This is an optimization exercise on Yosys and OpenROAD, whose aim is small area, a short achievable clock period and few clock cycles per item, not a production implementation. Function was not checked in any run shown here: the RTL went through the layout flow alone. Power is estimated from default activity; no workload was simulated.

==> flow/design.v (outline; a module is shown in full before it is edited, if it fits) <==
// module scmcv_ram: 28 lines
// module scene_morph_cv_engine_core: 1206 lines
// module scmcv_top: 65 lines
module scmcv_top (
   input  logic        clock,
   input  logic        reset,
   input  logic        start,
   output logic        busy,
   input  logic [1:0]  req_cmd,
   input  logic [15:0] req_target_cv,
   input  logic [3:0]  req_target_knob,
   input  logic [15:0] req_current_cv,
   input  logic [3:0]  req_current_knob,
   input  logic [15:0] req_morph_cv,
   input  logic [14:0] req_morph_knob,
   input  logic [15:0] req_type_buttons,
   input  logic [15:0] req_focus_mask,
   input  logic [3:0]  req_scene_slot,
   input  logic [3:0]  req_channel_slot,
   input  logic [14:0] req_write_value,
   output logic        rsp_strobe,
   output logic [3:0]  rsp_channel,
   output logic [15:0] rsp_cv_out,
   output logic        rsp_type_light,
   output logic        rsp_last,
   input  logic        psel,
   input  logic        penable,
   input  logic        pwrite,
   input  logic [2:0]  paddr,
   input  logic [31:0] pwdata,
   output logic [31:0] prdata,
   output logic        pready
);
  // ...
==> flow/flow/run.sh <==
#!/bin/bash
# ORFS layout. Synthesis is the standard script with the adder-extraction step
# left out (ADDER_MAP_FILE empty), so ABC maps the adder logic itself. The layout
# steps run with a setup margin so timing repair keeps working below the period.
set -euo pipefail
bash standard.sh ADDER_MAP_FILE= synth > synth.log 2>&1
bash standard.sh SETUP_SLACK_MARGIN=8.0 finish > layout.log 2>&1
==> flow/standard.sh <==
#!/bin/bash
# synth_recipe.tcl (not shown) runs the flow's synth.tcl, then flattens the netlist and writes it again
# the make line also repeats each setting of config.mk as NAME=value (left out here)
make -C /OpenROAD-flow-scripts/flow DESIGN_CONFIG=/design/flow/config.mk WORK_HOME=/design/flow/orfs CLKGATE_MAP_FILE= SYNTH_SCRIPT=/design/flow/synth_recipe.tcl "${@:-finish}"
==> flow/config.mk <==
export PLATFORM = sky130hd
export DESIGN_NAME = scmcv_top
export DESIGN_NICKNAME = scmcv_top
export VERILOG_FILES = /design/flow/design.v
export SDC_FILE = /design/flow/constraint.sdc
export NUM_CORES = 4
export LEC_CHECK = 0
export CAP_MARGIN = 20
export CORE_MARGIN = 2
export CORE_UTILIZATION = 35
export PLACE_DENSITY = 0.55
export SLEW_MARGIN = 20
export SYNTH_MEMORY_MAX_BITS = 16384
==> flow/constraint.sdc <==
create_clock -name core_clock -period 12.0 [get_ports {clock}]
set_input_delay 2.4000 -clock core_clock [delete_from_list [all_inputs] [get_ports {clock}]]
set_output_delay 2.4000 -clock core_clock [all_outputs]
set_load 0.01 [all_outputs]
==> impl_summary.log, run 1 <==
INFO  metric status = complete, no violations
INFO  metric met1_length = 144 mm
INFO  metric footprint_of_the_flip_flops_and_latches = 90100 µm²
INFO  metric fin_hold_ws = 271 ps
INFO  metric reg2reg_slack = 6040 ps
INFO  metric cts-buffers-inserted = 394
INFO  metric totalWireLength = 321 mm
INFO  metric grt_use_total = 17.4%
INFO  metric die_width = 595 µm
INFO  metric antenna_violating_nets_post_route = 0
INFO  metric p_leak = 57.1 nW
INFO  metric multiInputGateArea = 33600 µm²
INFO  metric layout.clock.cell_area_share = 8.93%
INFO  metric syn-instance-count = 9019
INFO  metric met3_usage = 3.74%
INFO  metric syn_area = 122000 µm²
INFO  metric numPlacedInstances = 13400
INFO  metric place_congestion = 0.835
INFO  metric final_design_area_no_fill = 150000 µm²
INFO  metric worst-path-stages = 17
INFO  metric registers.top_by_ff_count = u_core.u_store.g_row.q
INFO  metric synth_enable_flop_cells = 158
INFO  metric post_synth_main_area_contributors = sky130_fd_sc_hd__dfxtp_1 70%, sky130_fd_sc_hd__edfxtp_1 3.9%, sky130_fd_sc_hd__xnor2_1 3.1%
INFO  metric synth_unique_cells = 119
INFO  metric worstMarginPinSlew = 1100 ps
INFO  metric final_common_cell = sky130_fd_sc_hd__dfxtp_1
INFO  metric pwr-share-comb = 3.4%
INFO  metric clock_slew_at_reported_path_ffs = 70 ps
INFO  metric dominant_combinational_cell_family_by_area_after_synthesis = compound AO/OA/AOI/OAI gates
INFO  metric cp-startpoint = req_morph_knob[0]
INFO  metric timing.rr.start = u_core.tap_oh[3]$_SDFF_PP0_
==> run 2: changes to the inputs <==
--- a/flow/design.v
+++ b/flow/design.v
@@ -80,16 +80,18 @@
    localparam int NE   = 3;     
    localparam int TAPS = 4;     
    localparam int ROWS = 17;    
    logic        busy_ff;
    logic        acc;
    logic        acc_ff;
    logic [1:0]  rq_cmd;
    logic [5:0]  rq_tt, rq_ct;        
+   logic [15:0] rq_mcv;
+   logic [14:0] rq_mknob;
    logic signed [16:0] rq_msum;      
    logic [15:0] rq_btn;
    logic [15:0] rq_focus;
    logic [3:0]  rq_sslot, rq_cslot;
    logic [14:0] rq_wval;
    function automatic logic [15:0] sel_oh(input logic [5:0] t);
       for (int i = 0; i < 16; i++) begin
          if (i == 0)       sel_oh[i] = (t <= 6'd24);
@@ -101,25 +103,26 @@
       if (t < 6'd24)      sel_bin = 4'd0;
       else if (t > 6'd39) sel_bin = 4'd15;
       else                sel_bin = {~t[3], t[2:0]};
    endfunction
    logic [17:0] ct_sa, ct_sb, tt_sa, tt_sb;
    logic [17:0] ct_s, tt_s;
    assign ct_s = ct_sa + ct_sb;
    assign tt_s = tt_sa + tt_sb;
+   assign rq_msum = {rq_mcv[15], rq_mcv} + $signed({2'b00, rq_mknob});
    assign busy = busy_ff;
    assign acc  = start & ~busy_ff;
    always_ff @(posedge clock) begin
       if (!busy_ff) begin
          rq_cmd   <= req_payload.cmd;
          rq_tt    <= tt_s[17:12];
          rq_ct    <= ct_s[17:12];
-         rq_msum  <= {req_payload.morph_cv[15], req_payload.morph_cv}
-                   + $signed({2'b00, req_payload.morph_knob});
+         rq_mcv   <= req_payload.morph_cv;
+         rq_mknob <= req_payload.morph_knob;
          rq_btn   <= req_payload.type_buttons;
          rq_focus <= req_payload.focus_mask;
          rq_sslot <= req_payload.scene_slot;
          rq_cslot <= req_payload.channel_slot;
          rq_wval  <= req_payload.write_value;
       end
    end
    logic bipolar_ff;
==> flow/flow/run.sh (replaced) <==
#!/bin/bash
# ORFS layout: the standard synthesis, then the standard steps with a setup
# margin (timing repair keeps working below the period) and larger clock-sink clusters.
set -euo pipefail
bash standard.sh synth > synth.log 2>&1
bash standard.sh SETUP_SLACK_MARGIN=8.0 CTS_BUF_LIST=sky130_fd_sc_hd__clkbuf_16 CTS_CLUSTER_SIZE=24 CTS_CLUSTER_DIAMETER=60 finish > layout.log 2>&1
==> run 2 against run 1 <==
Still clean. Area after synthesis down 1.1%. Clock power is 31% lower. Wire length down 2.3%. Cell area decreased by 5.9%. Critical path depth grew 1. Clock skew up 3.7 ps. Sequential cell count is 14 higher. Clock-buffer cell count shrank 322. Register-to-register slack gained 820 ps. Via count fell by 8.6%. Global-route usage grew 0.13 points. Maximum frequency rose by 21%. Largest cell class unchanged. Largest power group unchanged. Highest routed layer unchanged.
==> impl_summary.log, run 2 <==
INFO  metric status = complete, no violations (unchanged)
INFO  metric totalWireLength = 314 mm (was 321 mm)
INFO  metric post_layout_min_period = 5140 ps (was 6220 ps)
INFO  metric buffer_ports.inserted = 160 (unchanged)
INFO  metric clock_slew_at_reported_path_ffs = 80 ps (was 70 ps)
INFO  metric wire_length_of_the_first_global_routing_pass = 452 mm (was 464 mm)
INFO  metric fillCellCount = 31300 (was 31100)
INFO  metric list_of_most_frequent_post_synthesis_cells = 4254 x sky130_fd_sc_hd__dfxtp_1, 679 x sky130_fd_sc_hd__a22oi_1, 370 x sky130_fd_sc_hd__nand2_1 (was 4254 x sky130_fd_sc_hd__dfxtp_1, 486 x sky130_fd_sc_hd__nand2_1, 431 x sky130_fd_sc_hd__xnor2_1)
INFO  metric dr_vias_cell = 4.72 (was 4.85)
INFO  metric crit_path_max_fanout = 8 (was 2)
INFO  metric met1_usage = 24.8% (was 23.3%)
INFO  metric maximum_number_of_pins_on_one_net_before_global_route_repair = 68 (was 86)
INFO  metric synth_enable_flop_cells = 172 (was 158)
INFO  metric reg_top3 = u_core.u_store.g_row.q (4080), u_core.e_dat (45), u_core.n2 (18) (unchanged)
INFO  metric yosysWarningCount = 5 (unchanged)
INFO  metric max-cap-violations = 0 (unchanged)
INFO  metric rsz0062_at_grt = true (unchanged)
INFO  metric post_synth_main_area_contributors = sky130_fd_sc_hd__dfxtp_1 71%, sky130_fd_sc_hd__edfxtp_1 4.3%, sky130_fd_sc_hd__a22oi_1 4.2% (was sky130_fd_sc_hd__dfxtp_1 70%, sky130_fd_sc_hd__edfxtp_1 3.9%, sky130_fd_sc_hd__xnor2_1 3.1%)
INFO  metric num_vias = 64500 (was 70500)
INFO  metric grtUsageMet2 = 27.3% (was 27.1%)
INFO  metric synth-async-reset-ratio = 0% (unchanged)
INFO  metric number_of_antenna_violations_at_the_first_check_in_global_routing = 19 (was 20)
INFO  metric period_share = 42.9% (was 51.8%)
INFO  metric synth_seq_area_share = 74.8% (was 73.7%)
INFO  metric worst_clock_skew = 108 ps (was 105 ps)
INFO  metric place_hpwl = 184 mm (was 185 mm)
INFO  metric numPlacedInstances = 13000 (was 13400)
INFO  metric clk_buf_depth = 4 (unchanged)
INFO  metric report.final.setup_viol = 0 (unchanged)
INFO  metric cellPowerDensity = 174 nW/µm² (was 189 nW/µm²)
INFO  metric synth_seq_cells = 4426 (was 4412)
INFO  metric grt_most_used_layer = met2 (unchanged)
INFO  metric drc = 0 (unchanged)
INFO  metric final-max-slew-violation-count = 0 (unchanged)
INFO  metric worstPathArrival = 5950 ps (was 6910 ps)
INFO  metric final_cells = 13700 (was 14600)
INFO  metric crit_path_end_kind = register (unchanged)
INFO  metric final_layout_size_suffix_gt1_share = 16.5% (was 21.6%)
INFO  metric p_leak = 54.5 nW (was 57.1 nW)
INFO  metric worst_setup_timing_slack_at_the_placement_stage = 5370 ps (was 4270 ps)
INFO  metric cp_peak_stage_delay = 600 ps (was 320 ps)
INFO  metric maximum_vdd_drop = 0.171 mV (was 0.129 mV)
INFO  metric critical_path_required = 12810 ps (was 12690 ps)
INFO  metric grt_use_total = 17.5% (was 17.4%)
INFO  metric class_of_the_tightest_hold_or_removal_check = register to register (unchanged)
INFO  metric syn-instance-count = 8491 (was 9019)
INFO  metric timing.max_slew.rel_slack = 28.9% (was 26.5%)
INFO  metric largest_reg_flops = 4080 (unchanged)
INFO  metric route.detailed.wl_per_inst = 23.0 µm (was 22.1 µm)
INFO  metric placement_rows = 215 (was 216)
INFO  metric start_util = 35.2% (about the same)
INFO  metric htree_levels = 4 (was 5)
INFO  metric detail_route.first_pass.iterations = 7 (was 12)
INFO  metric first_global_vias = 65200 (was 69900)
INFO  metric cp_cell_sequence = a22oi_2 -> xnor2_1 -> nand2_1 -> fa_1 -> fa_1 -> inv_2 -> fa_2 -> fa_1 -> fa_2 -> ha_4 -> a21oi_2 -> o21ai_2 -> a211o_1 -> o22a_1 -> a31oi_4 -> o21ai_1 -> o41ai_2 -> xnor2_1 (was buf_4 -> nand2_4 -> a21oi_4 -> maj3_2 -> maj3_2 -> maj3_2 -> maj3_2 -> maj3_2 -> maj3_2 -> maj3_2 -> maj3_2 -> maj3_2 -> maj3_2 -> maj3_2 -> maj3_2 -> maj3_2 -> xor2_1)
INFO  metric gr-total-overflow = 0 (unchanged)
INFO  metric met3_usage = 2.72% (was 3.74%)
INFO  metric crit_path_kind = register to register (was primary input to register)
INFO  metric final_worst_path_setup_slack = 6860 ps (was 5780 ps)
INFO  metric cts-buffers-inserted = 238 (was 394)
INFO  metric crit_path_start_kind = register (was primary input)
INFO  metric yosys_most_used_dff = sky130_fd_sc_hd__dfxtp_1 (unchanged)
INFO  metric clock.fmax = 194 MHz (was 161 MHz)
INFO  metric place_congestion = 0.820 (was 0.835)
INFO  metric worstMarginPinSlew = 1070 ps (was 1100 ps)
INFO  metric detailedRoute.firstIterationViolations = 4963 (was 5351)
INFO  metric post-synth-top-area-fraction = 70.6% (was 69.8%)
INFO  metric antenna_violating_nets_post_route = 0 (unchanged)
INFO  metric synth.largest_area_cell = sky130_fd_sc_hd__dfxtp_1 (unchanged)
INFO  metric synth_unique_cells = 91 (was 119)
INFO  metric yosysMostFrequentCell = sky130_fd_sc_hd__dfxtp_1 (unchanged)
INFO  metric syn_area_per_cell = 14.2 µm² (was 13.5 µm²)
INFO  metric cts_root_buf = sky130_fd_sc_hd__clkbuf_16 (unchanged)
INFO  metric flow.area_growth_from_synthesis = 16.9% (was 23.0%)
INFO  metric die_width = 591 µm (was 595 µm)
INFO  metric nNetsFinal = 9538 (was 9810)
INFO  metric critical_path.slowest_cell = sky130_fd_sc_hd__fa_2 (was sky130_fd_sc_hd__maj3_2)
INFO  metric cts_tree = built (unchanged)
INFO  metric num_io_pins = 226 (unchanged)
INFO  metric registers.top_by_ff_count = u_core.u_store.g_row.q (unchanged)
INFO  metric final_hold_viol_count = 0 (unchanged)
INFO  metric final_common_cell = sky130_fd_sc_hd__dfxtp_1 (unchanged)
INFO  metric fp.dieH = 591 µm (was 595 µm)
INFO  metric numClockSinks = 4426 (was 4412)
INFO  metric crit_top_cell = sky130_fd_sc_hd__fa_1 (was sky130_fd_sc_hd__maj3_2)
INFO  metric mostFrequentLayoutCells = 4202 x sky130_fd_sc_hd__dfxtp_1, 634 x sky130_fd_sc_hd__a22oi_1, 363 x sky130_fd_sc_hd__nand2_1 (was 4204 x sky130_fd_sc_hd__dfxtp_1, 457 x sky130_fd_sc_hd__nand2_1, 414 x sky130_fd_sc_hd__clkbuf_16)
INFO  metric design.die.area = 350000 µm² (was 353000 µm²)
INFO  metric syn_area = 121000 µm² (was 122000 µm²)
INFO  metric fin_setup_tns = 0 ps (unchanged)
INFO  metric fp.coreArea = 343000 µm² (was 347000 µm²)
INFO  metric clk-insertion-delay-late = 980 ps (was 960 ps)
run 2: path summary, 6_finish.rpt:
check	startpoint	cells past startpoint	endpoint	slack (ps)
setup / recovery	u_core.d1[13]$_DFF_P_	18	u_core.n2[29]$_DFF_P_	6860
hold / removal	u_core.fl2$_DFF_P_	0	u_core.fl3$_DFF_P_	270
setup reg to reg	u_core.d1[13]$_DFF_P_	18	u_core.n2[29]$_DFF_P_	6860
hold reg to reg	u_core.fl2$_DFF_P_	0	u_core.fl3$_DFF_P_	270
run 2: area by class of cell:
type                            instances  area (µm²)  area share [%]
Timing Repair Buffer                  614        6610            4.68
Multi-Input combinational cell       3403       29900            21.2
Tap cell                             4557        5700            4.04
Antenna cell                           10        25.0          0.0177
Sequential cell                      4426       90500            64.1
Inverter                              298        1130           0.800
Clock buffer                          243        6080            4.31
Clock inverter                        107        1220           0.867
run 2: metal layers:
metal | part of all wire, % | vias up | wire length (µm)
met5 | 0.016 | - | 49
met4 | 3.2 | 8 | 10200
met3 | 5.6 | 490 | 17600
met2 | 44 | 1872 | 140000
met1 | 47 | 32300 | 147000
li1 | - | 29800 | -
run 2: cells by family after synthesis:
| family | count (synthesis) | synth area share [%] |
|---|---|---|
| AOI/OAI and AO/OA | 1437 | 8.62 |
| other | 2 | 0.00622 |
| buffers and inverters | 693 | 2.36 |
| xor gates and xnor gates | 302 | 2.20 |
| muxes | 314 | 2.96 |
| and+or+nand+nor | 929 | 3.70 |
| DFF | 4426 | 74.8 |
| adders and majority gates | 388 | 5.33 |
run 2: critical path: cells and delay by family (launching register included):
family | cells | cell delay, ps
AO/OA/AOI/OAI | 8 | 1460
XOR/XNOR | 2 | 290
adder cells (fa/ha/maj) | 6 | 2750
buffers and inverters | 1 | 50
flip-flops | 1 | 410
AND/OR/NAND/NOR | 1 | 90
run 2: per-stage QoR:
| step | instance area (µm²) | hold slack [ps] | total power, mW | util [%] |
|---|---|---|---|---|
| CTS | 140000 | 265 | 24.8 | 40.9 |
| finish | 141000 | 274 | 24.6 | 41.1 |
| floorplan | 122000 | 310 | 15.6 | - |
| detailed placement | 128000 | 312 | 16.0 | 37.3 |
| global placement | 128000 | 310 | 16.0 | 37.3 |
| global route | 141000 | 271 | 25.4 | 41.1 |
run 2: power by group:
group	switching, mW	leakage (nW)	internal (mW)	total [mW]
combinational	0.680	15.0	0.372	1.05
sequential	0.0351	35.8	14.8	14.8
clock	4.82	3.61	3.90	8.72
run 2: what timing repair did:
action	in CTS	in global routing
hold buffers	0	0
hold endpoints to repair	0	0
setup endpoints to repair	124	112
gates cloned	22	1
buffers inserted	260	57
pin swaps	149	89
gates resized for setup	611	104

==> re-timing with driven ports <==
The results above use ideal ports. As a check the final layouts listed here were re-extracted and re-timed, cells and wires unchanged. Step 1 assumes that a clkbuf_16 drives the clock port and a buf_2 every other input. Step 2 adds t to the input delays and takes it off the output delays; t is the mean of the earliest and latest rising clock arrival at the registers after step 1. Input paths then give back, and output paths get back, about the clock's delay inside the block. Slacks: ideal / step 1 / step 2; pairs: ideal / step 1.
run | t (ns) | setup slack, ns | slew at the worst register clock pin (ns)
run 1 | 1.021 | 5.782 / 5.855 / 4.834 | 0.07 / 0.07
run 2 | 1.018 | 6.857 / 6.857 / 6.857 | 0.10 / 0.10
After both steps setup and hold are still met in every run listed. For run 1, which loses most, drivers alone change the setup slack by +0.073 ns; drivers and shift together by -0.948 ns.
